Context: an optimization exercise on an open-source flow, tuned for small area, a short achievable clock period and few clock cycles per item. The choices shown serve that exercise and are no tape-out recipe. RTL that was checked went through simulation tests only; none was proved equivalent to the original. No activity file was given, so power comes from the tool's default toggle rates.

==> exp/pepper: inputs <==
// calendar_time_to_rtc_registers_unit
module calendar_time_to_rtc_registers_unit (
    input  wire logic                 i_clk,
    input  wire logic                 i_rst_n,
    input  wire logic                 i_in_valid,
    output logic                      o_in_stall,
    input  wire logic [37:0]          i_in_item,
    output logic                      o_out_valid,
    input  wire logic                 i_out_stall,
    output logic      [41:0]          o_out_item
);
clock: 6.0 ns
lec_check: 0
cap_margin: 20
core_margin: 2
core_utilization: 40
slew_margin: 20
standard.sh (not shown) runs the stock make flow with config.mk's settings and CLKGATE_MAP_FILE= SYNTH_SCRIPT=/design/flow/synth_recipe.tcl, a recipe that flattens the netlist after the stock synthesis.
==> flow/flow/run.sh <==
#!/bin/bash
# Layout flow.
# 1. the standard synthesis (standard.sh synth), unchanged.
# 2. The combinational logic of that netlist is mapped again by ABC (yosys):
#    the cones that drive the outputs with one delay target, the rest (the
#    logic in front of the registers) with another; mkcells.py turns the
#    liberty's combinational cells into logic for this. The registers, their
#    names and cell types stay as the standard synthesis made them
#    (checkregs.py fails the flow otherwise).
# 3. the standard layout from floorplan to finish, with the settings in
#    params.sh: port buffers of buf_2 (post_gp.tcl then makes the output
#    ports' buffers buf_1) and a setup slack margin for the repair steps.
# Each tool's output goes to a log here: synth.log, mkcells.log, resynth.log,
# checkregs.log, finish.log.
set -euo pipefail
F=$(pwd)/flow
R=orfs/results/$FLOW_PLATFORM/calendar_time_to_rtc_registers_unit/base
LIB=$FLOW_HOME/platforms/$FLOW_PLATFORM/lib/sky130_fd_sc_hd__tt_025C_1v80.lib
D_OUT=1200
D_IN=2000
SIZE=0
FINISH_ARGS=()
[ -f $F/params.sh ] && source $F/params.sh

bash standard.sh synth > synth.log 2>&1

cp $R/1_2_yosys.v std_1_2_yosys.v
python3 $F/mkcells.py $LIB std_1_2_yosys.v cells.v > mkcells.log 2>&1
mkscript() {  # delay target, output file
  local sz=""
  [ "$SIZE" = 1 ] && sz="buffer -p\nupsize -D $1\ndnsize -D $1"
  sed -e "s/@D@/$1/" -e "s/@SIZE@/$sz/" $F/map.abc.in > $2
}
mkscript $D_OUT map_out.abc
mkscript $D_IN map_in.abc
FF=$(grep -o "sky130_fd_sc_hd__[a-z0-9_]*df[a-z0-9_]*" std_1_2_yosys.v | sort -u | sed 's/^/:-/' | tr -d '\n')
ABC="abc -liberty $LIB $(cat $F/du.txt) -constr $F/abc.constr"
yosys -l resynth.log -p "read_verilog cells.v; read_verilog std_1_2_yosys.v; hierarchy -top $FLOW_TOP; flatten; techmap; opt -fast -purge; select -set outc o:o_out_item o:o_in_stall %u o:o_out_valid %u %ci*$FF; select -set outg @outc t:\$_* %i; $ABC -script map_out.abc @outg; select -clear; $ABC -script map_in.abc; opt_clean -purge; hilomap -singleton -hicell sky130_fd_sc_hd__conb_1 HI -locell sky130_fd_sc_hd__conb_1 LO; insbuf -buf sky130_fd_sc_hd__buf_4 A X; splitnets; opt_clean -purge; hierarchy -top $FLOW_TOP; stat -liberty $LIB; write_verilog -noattr -noexpr -nohex -nodec -selected resynth.v" > /dev/null 2>&1
python3 $F/checkregs.py std_1_2_yosys.v resynth.v > checkregs.log 2>&1
cp resynth.v $R/1_2_yosys.v
rm -f $R/1_synth.odb $R/1_synth.sdc
bash standard.sh "${FINISH_ARGS[@]}" finish > finish.log 2>&1
==> flow/flow/post_gp.tcl <==
# After port buffering: the output ports' buffers as the smallest buffer
# (each drives only its port); later repair steps may still resize them.
foreach inst [get_cells output*] {
  replace_cell [get_full_name $inst] sky130_fd_sc_hd__buf_1
}
Other scripts of this flow, unchanged in this note and not shown: flow/flow/abc.constr, flow/flow/checkregs.py, flow/flow/du.txt, flow/flow/map.abc.in, flow/flow/mkcells.py, flow/flow/params.sh
==> exp/umber (differences from exp/pepper) <==
==> flow/flow/post_gp.tcl (replaced) <==
# After port buffering: the output ports' buffers, and the input ports'
# buffers that drive at most two pins, as the smallest buffer; later repair
# steps may still resize them.
foreach inst [get_cells output*] {
  replace_cell [get_full_name $inst] sky130_fd_sc_hd__buf_1
}
foreach inst [get_cells input*] {
  set pin [get_pins -of_objects $inst -filter "direction == output"]
  set net [get_nets -of_objects $pin]
  set loads [llength [get_pins -of_objects $net -filter "direction == input"]]
  if {$loads <= 2} {
    replace_cell [get_full_name $inst] sky130_fd_sc_hd__buf_1
  }
}
==> run summary <==
- In register-to-register slack, exp/pepper and exp/umber hardly differ.
- In non-clock buffer count, exp/pepper and exp/umber do not differ.
- Global-route usage is about the same in exp/umber and exp/pepper.
- Between exp/umber and exp/pepper, the lower fmax is in exp/umber (gap 1.6%, measured against exp/pepper).
- exp/umber produced a clean layout. exp/pepper went through all stages and came out clean.
- Between exp/pepper and exp/umber, the lower critical path depth is in exp/pepper (gap 7).
- Wire length is about the same in exp/umber and exp/pepper.
- In exp/pepper the utilization is higher than in exp/umber, by 0.32 points.
==> figures <==
	exp/umber	exp/pepper
Run status	timing/DRC/antenna clean	timing/DRC/antenna clean
Worst setup slack after layout	2.551 ns	2.605 ns
Worst setup skew after layout	0.007750 ns	0.006860 ns
Critical Path Slowest Stage Cell	sky130_fd_sc_hd__or4_4	sky130_fd_sc_hd__edfxtp_1
Clock distribution power	0.319 mW	0.315 mW
Met1 Track Usage GR	0.2410	0.2409
Dpl hpwl	9194 microns	9234 microns
Total power of the final layout	1.359 mW	1.357 mW
Buffer share of cell area	0.08173	0.08531
Worst rel slew slack	0.6002	0.5845
Arrival time worst endpoint	3.47 ns	2.20 ns
Launch point of the critical path	i_in_item[32]	r_h[1]
Clk Latency, worst-skew pair	0.29 ns	0.28 ns
Number of DRC markers in iteration 0	443	343
Worst supply voltage drop on vdd	123.0 uV	128.6 uV
Testbench counts of exp/pepper, summed over its fixed seeds: cycles 16,008, items 16,000.
Testbench counts of exp/umber, summed over its fixed seeds: cycles 16,008, items 16,000.

========
==> inputs of 10-05 <==
calendar_time_to_rtc_registers_unit, a different RTL version from the one above (not shown whole).
clock: 6.0 ns
lec_check: 0
cap_margin: 20
core_margin: 2
core_utilization: 40
slew_margin: 20
==> flow/flow/run.sh <==
#!/bin/bash
# Layout flow: the standard synthesis; then the combinational logic is
# mapped again by ABC (registers, their names and cell types are kept as the
# standard synthesis made them): the cones that drive the outputs with one
# delay target, the rest with another; then the standard layout from
# floorplan to finish, with the settings in params.sh.
set -euo pipefail
F=$(pwd)/flow
R=orfs/results/$FLOW_PLATFORM/calendar_time_to_rtc_registers_unit/base
LIB=$FLOW_HOME/platforms/$FLOW_PLATFORM/lib/sky130_fd_sc_hd__tt_025C_1v80.lib
D_OUT=1200
D_IN=2000
SIZE=0
FINISH_ARGS=()
[ -f $F/params.sh ] && source $F/params.sh

bash standard.sh synth > synth.log 2>&1

cp $R/1_2_yosys.v std_1_2_yosys.v
python3 $F/mkcells.py $LIB std_1_2_yosys.v cells.v > mkcells.log 2>&1
mkscript() {  # delay target, output file
  local sz=""
  [ "$SIZE" = 1 ] && sz="buffer -p\nupsize -D $1\ndnsize -D $1"
  sed -e "s/@D@/$1/" -e "s/@SIZE@/$sz/" $F/map.abc.in > $2
}
mkscript $D_OUT map_out.abc
mkscript $D_IN map_in.abc
FF=$(grep -o "sky130_fd_sc_hd__[a-z0-9_]*df[a-z0-9_]*" std_1_2_yosys.v | sort -u | sed 's/^/:-/' | tr -d '\n')
ABC="abc -liberty $LIB $(cat $F/du.txt) -constr $F/abc.constr"
yosys -l resynth.log -p "read_verilog cells.v; read_verilog std_1_2_yosys.v; hierarchy -top $FLOW_TOP; flatten; techmap; opt -fast -purge; select -set outc o:o_out_item o:o_in_stall %u o:o_out_valid %u %ci*$FF; select -set outg @outc t:\$_* %i; $ABC -script map_out.abc @outg; select -clear; $ABC -script map_in.abc; opt_clean -purge; hilomap -singleton -hicell sky130_fd_sc_hd__conb_1 HI -locell sky130_fd_sc_hd__conb_1 LO; insbuf -buf sky130_fd_sc_hd__buf_4 A X; splitnets; opt_clean -purge; hierarchy -top $FLOW_TOP; stat -liberty $LIB; write_verilog -noattr -noexpr -nohex -nodec -selected resynth.v" > /dev/null 2>&1
python3 $F/checkregs.py std_1_2_yosys.v resynth.v > checkregs.log 2>&1
cp resynth.v $R/1_2_yosys.v
rm -f $R/1_synth.odb $R/1_synth.sdc
bash standard.sh "${FINISH_ARGS[@]}" finish > finish.log 2>&1
==> flow/flow/map.abc.in <==
strash
dch -f
if -K 6
mfs2
strash
dch -f
map -D @D@
topo
@SIZE@
==> flow/flow/params.sh <==
SIZE=1
FINISH_ARGS=(BUFFER_PORTS_ARGS="-buffer_cell sky130_fd_sc_hd__buf_2" SETUP_SLACK_MARGIN=1.6)
Other scripts of this flow, unchanged in this note and not shown: flow/flow/abc.constr, flow/flow/checkregs.py, flow/flow/du.txt, flow/flow/mkcells.py
==> 05-13: changes against 10-05 <==
--- a/flow/flow/run.sh
+++ b/flow/flow/run.sh
@@ -12,3 +12,2 @@
 D_IN=2000
-SIZE=0
 FINISH_ARGS=()
@@ -20,9 +19,4 @@
 python3 $F/mkcells.py $LIB std_1_2_yosys.v cells.v > mkcells.log 2>&1
-mkscript() {  # delay target, output file
-  local sz=""
-  [ "$SIZE" = 1 ] && sz="buffer -p\nupsize -D $1\ndnsize -D $1"
-  sed -e "s/@D@/$1/" -e "s/@SIZE@/$sz/" $F/map.abc.in > $2
-}
-mkscript $D_OUT map_out.abc
-mkscript $D_IN map_in.abc
+sed "s/@D@/$D_OUT/" $F/map.abc.in > map_out.abc
+sed "s/@D@/$D_IN/" $F/map.abc.in > map_in.abc
 FF=$(grep -o "sky130_fd_sc_hd__[a-z0-9_]*df[a-z0-9_]*" std_1_2_yosys.v | sort -u | sed 's/^/:-/' | tr -d '\n')
==> flow/flow/map.abc.in (replaced) <==
strash
dch -f
if -K 6
mfs2
strash
dch -f
map -D @D@
topo
==> flow/flow/params.sh (replaced) <==
FINISH_ARGS=(BUFFER_PORTS_ARGS="-buffer_cell sky130_fd_sc_hd__buf_2" SETUP_SLACK_MARGIN=2.6)
==> 02-04: changes against 10-05 <==
--- a/flow/flow/run.sh
+++ b/flow/flow/run.sh
@@ -12,3 +12,2 @@
 D_IN=2000
-SIZE=0
 FINISH_ARGS=()
@@ -20,9 +19,4 @@
 python3 $F/mkcells.py $LIB std_1_2_yosys.v cells.v > mkcells.log 2>&1
-mkscript() {  # delay target, output file
-  local sz=""
-  [ "$SIZE" = 1 ] && sz="buffer -p\nupsize -D $1\ndnsize -D $1"
-  sed -e "s/@D@/$1/" -e "s/@SIZE@/$sz/" $F/map.abc.in > $2
-}
-mkscript $D_OUT map_out.abc
-mkscript $D_IN map_in.abc
+sed "s/@D@/$D_OUT/" $F/map.abc.in > map_out.abc
+sed "s/@D@/$D_IN/" $F/map.abc.in > map_in.abc
 FF=$(grep -o "sky130_fd_sc_hd__[a-z0-9_]*df[a-z0-9_]*" std_1_2_yosys.v | sort -u | sed 's/^/:-/' | tr -d '\n')
==> flow/flow/map.abc.in (replaced) <==
strash
dch -f
if -K 6
mfs2
strash
dch -f
map -D @D@
topo
==> flow/flow/params.sh (replaced) <==
FINISH_ARGS=(BUFFER_PORTS_ARGS="-buffer_cell sky130_fd_sc_hd__buf_2" SETUP_SLACK_MARGIN=2.0)
==> notes <==
10-05 completed with no timing, DRC or antenna violations. 02-04 completed without violations. 05-13 passed the timing, DRC and antenna checks. Between 05-13 and 10-05, the lower maximum frequency is in 10-05 (gap 6.9%, measured against 10-05). Non-clock buffer count: 02-04 is higher than 10-05 (28). Cell area, lowest first: 10-05, 02-04, 05-13. The lowest power belongs to 02-04, the highest to 05-13. Of 10-05 and 02-04, 02-04 has the higher critical path depth (gap 6).
Testbench counts of 10-05, summed over its fixed seeds: cycles 16,008, items 16,000.
Testbench counts of 05-13, summed over its fixed seeds: cycles 16,008, items 16,000.
Testbench counts of 02-04, summed over its fixed seeds: cycles 16,008, items 16,000.

========
==> inputs of juniper <==
Another version of the RTL of calendar_time_to_rtc_registers_unit (not shown whole).
Design calendar_time_to_rtc_registers_unit, start of the top module:
module calendar_time_to_rtc_registers_unit (
    input  wire logic                 i_clk,
    input  wire logic                 i_rst_n,
    input  wire logic                 i_in_valid,
    output logic                      o_in_stall,
    input  wire logic [37:0]          i_in_item,
    output logic                      o_out_valid,
    input  wire logic                 i_out_stall,
    output logic      [41:0]          o_out_item
);
==> flow/config.mk <==
export PLATFORM = sky130hd
export DESIGN_NAME = calendar_time_to_rtc_registers_unit
export DESIGN_NICKNAME = calendar_time_to_rtc_registers_unit
export VERILOG_FILES = /design/flow/design.v
export SDC_FILE = /design/flow/constraint.sdc
export NUM_CORES = 4
export LEC_CHECK = 0
export CAP_MARGIN = 20
export CORE_MARGIN = 2
export CORE_UTILIZATION = 40
export SLEW_MARGIN = 20
==> flow/constraint.sdc <==
create_clock -name core_clock -period 6.0 [get_ports {i_clk}]
set_input_delay 1.2000 -clock core_clock [delete_from_list [all_inputs] [get_ports {i_clk}]]
set_output_delay 1.2000 -clock core_clock [all_outputs]
set_load 0.01 [all_outputs]
==> flow/flow/run.sh <==
#!/bin/bash
# Layout flow: the standard synthesis; then the combinational logic is
# mapped again by ABC (registers, their names and cell types are kept as the
# standard synthesis made them): the cones that drive the outputs with one
# delay target, the rest with another; then the standard layout from
# floorplan to finish, with the settings in params.sh.
set -euo pipefail
F=$(pwd)/flow
R=orfs/results/$FLOW_PLATFORM/calendar_time_to_rtc_registers_unit/base
LIB=$FLOW_HOME/platforms/$FLOW_PLATFORM/lib/sky130_fd_sc_hd__tt_025C_1v80.lib
D_OUT=1200
D_IN=2000
SIZE=0
FINISH_ARGS=()
[ -f $F/params.sh ] && source $F/params.sh

bash standard.sh synth > synth.log 2>&1

cp $R/1_2_yosys.v std_1_2_yosys.v
python3 $F/mkcells.py $LIB std_1_2_yosys.v cells.v > mkcells.log 2>&1
mkscript() {  # delay target, output file
  local sz=""
  [ "$SIZE" = 1 ] && sz="buffer -p\nupsize -D $1\ndnsize -D $1"
  sed -e "s/@D@/$1/" -e "s/@SIZE@/$sz/" $F/map.abc.in > $2
}
mkscript $D_OUT map_out.abc
mkscript $D_IN map_in.abc
FF=$(grep -o "sky130_fd_sc_hd__[a-z0-9_]*df[a-z0-9_]*" std_1_2_yosys.v | sort -u | sed 's/^/:-/' | tr -d '\n')
ABC="abc -liberty $LIB $(cat $F/du.txt) -constr $F/abc.constr"
yosys -l resynth.log -p "read_verilog cells.v; read_verilog std_1_2_yosys.v; hierarchy -top $FLOW_TOP; flatten; techmap; opt -fast -purge; select -set outc o:o_out_item o:o_in_stall %u o:o_out_valid %u %ci*$FF; select -set outg @outc t:\$_* %i; $ABC -script map_out.abc @outg; select -clear; $ABC -script map_in.abc; opt_clean -purge; hilomap -singleton -hicell sky130_fd_sc_hd__conb_1 HI -locell sky130_fd_sc_hd__conb_1 LO; insbuf -buf sky130_fd_sc_hd__buf_4 A X; splitnets; opt_clean -purge; hierarchy -top $FLOW_TOP; stat -liberty $LIB; write_verilog -noattr -noexpr -nohex -nodec -selected resynth.v" > /dev/null 2>&1
python3 $F/checkregs.py std_1_2_yosys.v resynth.v > checkregs.log 2>&1
cp resynth.v $R/1_2_yosys.v
rm -f $R/1_synth.odb $R/1_synth.sdc
bash standard.sh "${FINISH_ARGS[@]}" finish > finish.log 2>&1
==> flow/flow/params.sh <==
SIZE=1
D_OUT=1200
D_IN=2000
FINISH_ARGS=(BUFFER_PORTS_ARGS="-buffer_cell sky130_fd_sc_hd__buf_2" SETUP_SLACK_MARGIN=2.5)
Other scripts of this flow, unchanged in this note and not shown: flow/flow/abc.constr, flow/flow/checkregs.py, flow/flow/du.txt, flow/flow/map.abc.in, flow/flow/mkcells.py
==> indigo: changes against juniper <==
--- a/flow/design.v
+++ b/flow/design.v
@@ -475,38 +475,42 @@
     assign w_tab11_new_n75 = ~w_tab11_new_n73 & ~w_tab11_new_n74;
     assign w_tab11_new_n76 = w_tab11_new_n54 & ~w_tab11_new_n56;
     assign w_tab11_new_n77 = w_tab11_new_n14 & ~w_tab11_new_n76;
     assign w_tab11_new_n78 = ~w_tab11_new_n42 & ~w_tab11_new_n77;
     assign o_h[0] = ~w_tab11_new_n75 | ~w_tab11_new_n78;
-    logic [2:0] w_e;
     logic [5:0] w_tab12_i;
-    logic w_tab12_new_n10, w_tab12_new_n11, w_tab12_new_n12, w_tab12_new_n13, w_tab12_new_n14, w_tab12_new_n15, w_tab12_new_n16, w_tab12_new_n17, w_tab12_new_n18, w_tab12_new_n20, w_tab12_new_n21, w_tab12_new_n22, w_tab12_new_n23, w_tab12_new_n24, w_tab12_new_n25, w_tab12_new_n27, w_tab12_new_n28, w_tab12_new_n29, w_tab12_new_n30;
+    logic w_tab12_new_n9, w_tab12_new_n10, w_tab12_new_n11, w_tab12_new_n12, w_tab12_new_n13, w_tab12_new_n14, w_tab12_new_n15, w_tab12_new_n16, w_tab12_new_n17, w_tab12_new_n18, w_tab12_new_n19, w_tab12_new_n20, w_tab12_new_n21, w_tab12_new_n22, w_tab12_new_n23, w_tab12_new_n24, w_tab12_new_n25, w_tab12_new_n27, w_tab12_new_n28, w_tab12_new_n29, w_tab12_new_n30, w_tab12_new_n31, w_tab12_new_n32, w_tab12_new_n33, w_tab12_new_n34;
     assign w_tab12_i = w_s;
-    assign w_tab12_new_n10 = ~w_tab12_i[3] & ~w_tab12_i[0];
-    assign w_tab12_new_n11 = ~w_tab12_i[5] & w_tab12_i[1];
-    assign w_tab12_new_n12 = w_tab12_i[4] & w_tab12_new_n11;
-    assign w_tab12_new_n13 = w_tab12_new_n10 & w_tab12_new_n12;
-    assign w_tab12_new_n14 = w_tab12_i[5] & w_tab12_i[1];
-    assign w_tab12_new_n15 = w_tab12_i[3] & w_tab12_i[0];
+    assign w_tab12_new_n9 = ~w_tab12_i[5] & ~w_tab12_i[0];
+    assign w_tab12_new_n10 = ~w_tab12_i[3] & w_tab12_new_n9;
+    assign w_tab12_new_n11 = w_tab12_i[1] & w_tab12_new_n10;
+    assign w_tab12_new_n12 = ~w_tab12_i[2] & w_tab12_new_n11;
+    assign w_tab12_new_n13 = w_tab12_i[4] & w_tab12_new_n12;
+    assign w_tab12_new_n14 = ~w_tab12_i[4] & ~w_tab12_i[2];
+    assign w_tab12_new_n15 = w_tab12_i[5] & w_tab12_i[0];
     assign w_tab12_new_n16 = w_tab12_new_n14 & w_tab12_new_n15;
-    assign w_tab12_new_n17 = ~w_tab12_i[4] & w_tab12_new_n16;
-    assign w_tab12_new_n18 = ~w_tab12_new_n13 & ~w_tab12_new_n17;
-    assign w_e[2] = ~w_tab12_i[2] & ~w_tab12_new_n18;
-    assign w_tab12_new_n20 = ~w_tab12_i[4] & w_tab12_i[2];
-    assign w_tab12_new_n21 = ~w_tab12_i[5] & w_tab12_i[0];
-    assign w_tab12_new_n22 = ~w_tab12_new_n10 & ~w_tab12_new_n21;
-    assign w_tab12_new_n23 = w_tab12_i[5] & w_tab12_i[3];
-    assign w_tab12_new_n24 = ~w_tab12_i[1] & ~w_tab12_new_n23;
-    assign w_tab12_new_n25 = w_tab12_new_n22 & w_tab12_new_n24;
-    assign w_e[1] = w_tab12_new_n20 & w_tab12_new_n25;
-    assign w_tab12_new_n27 = w_tab12_new_n10 & w_tab12_new_n11;
-    assign w_tab12_new_n28 = w_tab12_new_n20 & w_tab12_new_n27;
-    assign w_tab12_new_n29 = w_tab12_i[2] & w_tab12_new_n15;
-    assign w_tab12_new_n30 = w_tab12_new_n12 & w_tab12_new_n29;
-    assign w_e[0] = w_tab12_new_n28 | w_tab12_new_n30;
-    assign o_c1 = (w_e[0] && (i_y[3:2] != 2'd0)) || (w_e[1] && i_y[3]) || (w_e[2] && (i_y[3:2] == 2'd3));
-    assign w_nl = (w_e[0] && (i_y[3:2] == 2'd1)) || (w_e[1] && (i_y[3:2] == 2'd2)) || (w_e[2] && (i_y[3:2] == 2'd3));
+    assign w_tab12_new_n17 = w_tab12_i[3] & w_tab12_i[1];
+    assign w_tab12_new_n18 = w_tab12_new_n16 & w_tab12_new_n17;
+    assign w_tab12_new_n19 = ~w_tab12_i[3] & ~w_tab12_new_n15;
+    assign w_tab12_new_n20 = w_tab12_i[2] & ~w_tab12_i[1];
+    assign w_tab12_new_n21 = w_tab12_i[3] & ~w_tab12_new_n9;
+    assign w_tab12_new_n22 = w_tab12_new_n20 & ~w_tab12_new_n21;
+    assign w_tab12_new_n23 = ~w_tab12_new_n19 & w_tab12_new_n22;
+    assign w_tab12_new_n24 = ~w_tab12_i[4] & w_tab12_new_n23;
+    assign w_tab12_new_n25 = ~w_tab12_new_n18 & ~w_tab12_new_n24;
+    assign w_code[1] = w_tab12_new_n13 | ~w_tab12_new_n25;
+    assign w_tab12_new_n27 = w_tab12_i[4] & w_tab12_i[2];
+    assign w_tab12_new_n28 = ~w_tab12_new_n14 & ~w_tab12_new_n27;
+    assign w_tab12_new_n29 = w_tab12_new_n10 & w_tab12_new_n28;
+    assign w_tab12_new_n30 = ~w_tab12_i[5] & w_tab12_i[3];
+    assign w_tab12_new_n31 = w_tab12_new_n27 & w_tab12_new_n30;
+    assign w_tab12_new_n32 = w_tab12_i[0] & w_tab12_new_n31;
+    assign w_tab12_new_n33 = ~w_tab12_new_n29 & ~w_tab12_new_n32;
+    assign w_tab12_new_n34 = w_tab12_i[1] & ~w_tab12_new_n33;
+    assign w_code[0] = w_tab12_new_n18 | w_tab12_new_n34;
+    assign o_c1 = (w_code != 2'd0) && (i_y[3:2] >= w_code);
+    assign w_nl = (w_code != 2'd0) && (w_code == i_y[3:2]);
     assign o_lp = i_early && (i_y[1:0] == 2'd0) && (i_y != 12'd0) && !w_nl;
 endmodule
 module ctrr_wdfin_e (
     input  wire logic [2:0] i_dm,
     input  wire logic [2:0] i_h,
--- a/flow/config.mk
+++ b/flow/config.mk
@@ -5,7 +5,8 @@
 export SDC_FILE = /design/flow/constraint.sdc
 export NUM_CORES = 4
 export LEC_CHECK = 0
 export CAP_MARGIN = 20
 export CORE_MARGIN = 2
-export CORE_UTILIZATION = 40
+export CORE_UTILIZATION = 55
+export PLACE_DENSITY = 0.75
 export SLEW_MARGIN = 20
==> xenon: changes against juniper <==
--- a/flow/design.v
+++ b/flow/design.v
@@ -475,38 +475,42 @@
     assign w_tab11_new_n75 = ~w_tab11_new_n73 & ~w_tab11_new_n74;
     assign w_tab11_new_n76 = w_tab11_new_n54 & ~w_tab11_new_n56;
     assign w_tab11_new_n77 = w_tab11_new_n14 & ~w_tab11_new_n76;
     assign w_tab11_new_n78 = ~w_tab11_new_n42 & ~w_tab11_new_n77;
     assign o_h[0] = ~w_tab11_new_n75 | ~w_tab11_new_n78;
-    logic [2:0] w_e;
     logic [5:0] w_tab12_i;
-    logic w_tab12_new_n10, w_tab12_new_n11, w_tab12_new_n12, w_tab12_new_n13, w_tab12_new_n14, w_tab12_new_n15, w_tab12_new_n16, w_tab12_new_n17, w_tab12_new_n18, w_tab12_new_n20, w_tab12_new_n21, w_tab12_new_n22, w_tab12_new_n23, w_tab12_new_n24, w_tab12_new_n25, w_tab12_new_n27, w_tab12_new_n28, w_tab12_new_n29, w_tab12_new_n30;
+    logic w_tab12_new_n9, w_tab12_new_n10, w_tab12_new_n11, w_tab12_new_n12, w_tab12_new_n13, w_tab12_new_n14, w_tab12_new_n15, w_tab12_new_n16, w_tab12_new_n17, w_tab12_new_n18, w_tab12_new_n19, w_tab12_new_n20, w_tab12_new_n21, w_tab12_new_n22, w_tab12_new_n23, w_tab12_new_n24, w_tab12_new_n25, w_tab12_new_n27, w_tab12_new_n28, w_tab12_new_n29, w_tab12_new_n30, w_tab12_new_n31, w_tab12_new_n32, w_tab12_new_n33, w_tab12_new_n34;
     assign w_tab12_i = w_s;
-    assign w_tab12_new_n10 = ~w_tab12_i[3] & ~w_tab12_i[0];
-    assign w_tab12_new_n11 = ~w_tab12_i[5] & w_tab12_i[1];
-    assign w_tab12_new_n12 = w_tab12_i[4] & w_tab12_new_n11;
-    assign w_tab12_new_n13 = w_tab12_new_n10 & w_tab12_new_n12;
-    assign w_tab12_new_n14 = w_tab12_i[5] & w_tab12_i[1];
-    assign w_tab12_new_n15 = w_tab12_i[3] & w_tab12_i[0];
+    assign w_tab12_new_n9 = ~w_tab12_i[5] & ~w_tab12_i[0];
+    assign w_tab12_new_n10 = ~w_tab12_i[3] & w_tab12_new_n9;
+    assign w_tab12_new_n11 = w_tab12_i[1] & w_tab12_new_n10;
+    assign w_tab12_new_n12 = ~w_tab12_i[2] & w_tab12_new_n11;
+    assign w_tab12_new_n13 = w_tab12_i[4] & w_tab12_new_n12;
+    assign w_tab12_new_n14 = ~w_tab12_i[4] & ~w_tab12_i[2];
+    assign w_tab12_new_n15 = w_tab12_i[5] & w_tab12_i[0];
     assign w_tab12_new_n16 = w_tab12_new_n14 & w_tab12_new_n15;
-    assign w_tab12_new_n17 = ~w_tab12_i[4] & w_tab12_new_n16;
-    assign w_tab12_new_n18 = ~w_tab12_new_n13 & ~w_tab12_new_n17;
-    assign w_e[2] = ~w_tab12_i[2] & ~w_tab12_new_n18;
-    assign w_tab12_new_n20 = ~w_tab12_i[4] & w_tab12_i[2];
-    assign w_tab12_new_n21 = ~w_tab12_i[5] & w_tab12_i[0];
-    assign w_tab12_new_n22 = ~w_tab12_new_n10 & ~w_tab12_new_n21;
-    assign w_tab12_new_n23 = w_tab12_i[5] & w_tab12_i[3];
-    assign w_tab12_new_n24 = ~w_tab12_i[1] & ~w_tab12_new_n23;
-    assign w_tab12_new_n25 = w_tab12_new_n22 & w_tab12_new_n24;
-    assign w_e[1] = w_tab12_new_n20 & w_tab12_new_n25;
-    assign w_tab12_new_n27 = w_tab12_new_n10 & w_tab12_new_n11;
-    assign w_tab12_new_n28 = w_tab12_new_n20 & w_tab12_new_n27;
-    assign w_tab12_new_n29 = w_tab12_i[2] & w_tab12_new_n15;
-    assign w_tab12_new_n30 = w_tab12_new_n12 & w_tab12_new_n29;
-    assign w_e[0] = w_tab12_new_n28 | w_tab12_new_n30;
-    assign o_c1 = (w_e[0] && (i_y[3:2] != 2'd0)) || (w_e[1] && i_y[3]) || (w_e[2] && (i_y[3:2] == 2'd3));
-    assign w_nl = (w_e[0] && (i_y[3:2] == 2'd1)) || (w_e[1] && (i_y[3:2] == 2'd2)) || (w_e[2] && (i_y[3:2] == 2'd3));
+    assign w_tab12_new_n17 = w_tab12_i[3] & w_tab12_i[1];
+    assign w_tab12_new_n18 = w_tab12_new_n16 & w_tab12_new_n17;
+    assign w_tab12_new_n19 = ~w_tab12_i[3] & ~w_tab12_new_n15;
+    assign w_tab12_new_n20 = w_tab12_i[2] & ~w_tab12_i[1];
+    assign w_tab12_new_n21 = w_tab12_i[3] & ~w_tab12_new_n9;
+    assign w_tab12_new_n22 = w_tab12_new_n20 & ~w_tab12_new_n21;
+    assign w_tab12_new_n23 = ~w_tab12_new_n19 & w_tab12_new_n22;
+    assign w_tab12_new_n24 = ~w_tab12_i[4] & w_tab12_new_n23;
+    assign w_tab12_new_n25 = ~w_tab12_new_n18 & ~w_tab12_new_n24;
+    assign w_code[1] = w_tab12_new_n13 | ~w_tab12_new_n25;
+    assign w_tab12_new_n27 = w_tab12_i[4] & w_tab12_i[2];
+    assign w_tab12_new_n28 = ~w_tab12_new_n14 & ~w_tab12_new_n27;
+    assign w_tab12_new_n29 = w_tab12_new_n10 & w_tab12_new_n28;
+    assign w_tab12_new_n30 = ~w_tab12_i[5] & w_tab12_i[3];
+    assign w_tab12_new_n31 = w_tab12_new_n27 & w_tab12_new_n30;
+    assign w_tab12_new_n32 = w_tab12_i[0] & w_tab12_new_n31;
+    assign w_tab12_new_n33 = ~w_tab12_new_n29 & ~w_tab12_new_n32;
+    assign w_tab12_new_n34 = w_tab12_i[1] & ~w_tab12_new_n33;
+    assign w_code[0] = w_tab12_new_n18 | w_tab12_new_n34;
+    assign o_c1 = (w_code != 2'd0) && (i_y[3:2] >= w_code);
+    assign w_nl = (w_code != 2'd0) && (w_code == i_y[3:2]);
     assign o_lp = i_early && (i_y[1:0] == 2'd0) && (i_y != 12'd0) && !w_nl;
 endmodule
 module ctrr_wdfin_e (
     input  wire logic [2:0] i_dm,
     input  wire logic [2:0] i_h,
==> flow/flow/params.sh (replaced) <==
SIZE=1
D_OUT=1200
D_IN=2000
FINISH_ARGS=(BUFFER_PORTS_ARGS="-buffer_cell sky130_fd_sc_hd__buf_2" SETUP_SLACK_MARGIN=2.8)
==> qor summary <==
|  | xenon | indigo | juniper |
|---|---|---|---|
| Outcome | complete, no violations | complete, no violations | complete, no violations |
| Row count | 38 | 32 | 39 |
| First-pass GRT wire length | 18.9 mm | 18.1 mm | 20.8 mm |
| Non-clock buffer total of the final layout | 140 | 91 | 106 |
| Hold slack | 0.707 ns | 0.715 ns | 0.689 ns |
| Number of buffers and inverters on the critical path | 4 | 4 | 3 |
| Data arrival time of the critical path | 3.32 ns | 3.50 ns | 2.27 ns |
| Largest vdd supply drop | 93.4 uV | 140 uV | 169 uV |
| FILL cells | 1018 | 652 | 1111 |
| Final std cell area, no fill | 6120 um^2 | 5250 um^2 | 5560 um^2 |
| Number of standard cells after synthesis | 671 | 671 | 692 |
| Nonclk inv count | 123 | 123 | 117 |
| Maximum number of pins on one net before global-route repair | 40 | 43 | 47 |
Testbench counts of indigo, summed over its fixed seeds: cycles 16,008, items 16,000.
Testbench counts of xenon, summed over its fixed seeds: cycles 16,008, items 16,000.
The RTL of juniper was laid out without a check of its function.

## port drivers added, routing unchanged
How much do the figures lean on ideal ports? The routed layouts below were timed once more, with nothing changed but the port constraints. Step 1: set_driving_cell puts a clkbuf_16 on i_clk and a buf_2 on each other input, an assumption about the parent block. Step 2 adds t to the input delays and takes it off the output delays; t is the mean of the earliest and latest rising clock arrival at the registers after step 1. Input paths then give back, and output paths get back, about the clock's delay inside the block. a / b / c = no drivers / after step 1 / after step 2; a / b = the first two.
run	shift t [ns]	slack for setup (ns)	worst hold slack (ns)	worst register clock-pin slew, ns
exp/pepper	0.317	2.605 / 2.567 / 2.321	0.705 / 0.705 / 0.705	0.07 / 0.07
exp/umber	0.323	2.551 / 2.566 / 2.243	0.705 / 0.705 / 0.705	0.07 / 0.07
10-05	0.319	2.030 / 2.038 / 1.719	0.714 / 0.714 / 0.714	0.06 / 0.06
05-13	0.319	2.287 / 2.223 / 1.905	0.656 / 0.656 / 0.656	0.08 / 0.08
02-04	0.321	2.116 / 2.119 / 1.798	0.654 / 0.654 / 0.654	0.09 / 0.09
juniper	0.324	2.527 / 2.485 / 2.349	0.689 / 0.689 / 0.689	0.06 / 0.06
indigo	0.341	2.539 / 2.550 / 2.209	0.715 / 0.715 / 0.715	0.10 / 0.10
xenon	0.330	2.703 / 2.679 / 2.349	0.707 / 0.707 / 0.707	0.10 / 0.10
After both steps setup and hold are still met in every run listed. The setup slack of 05-13, which loses most, moves by -0.064 ns with the drivers and by -0.382 ns with both steps.
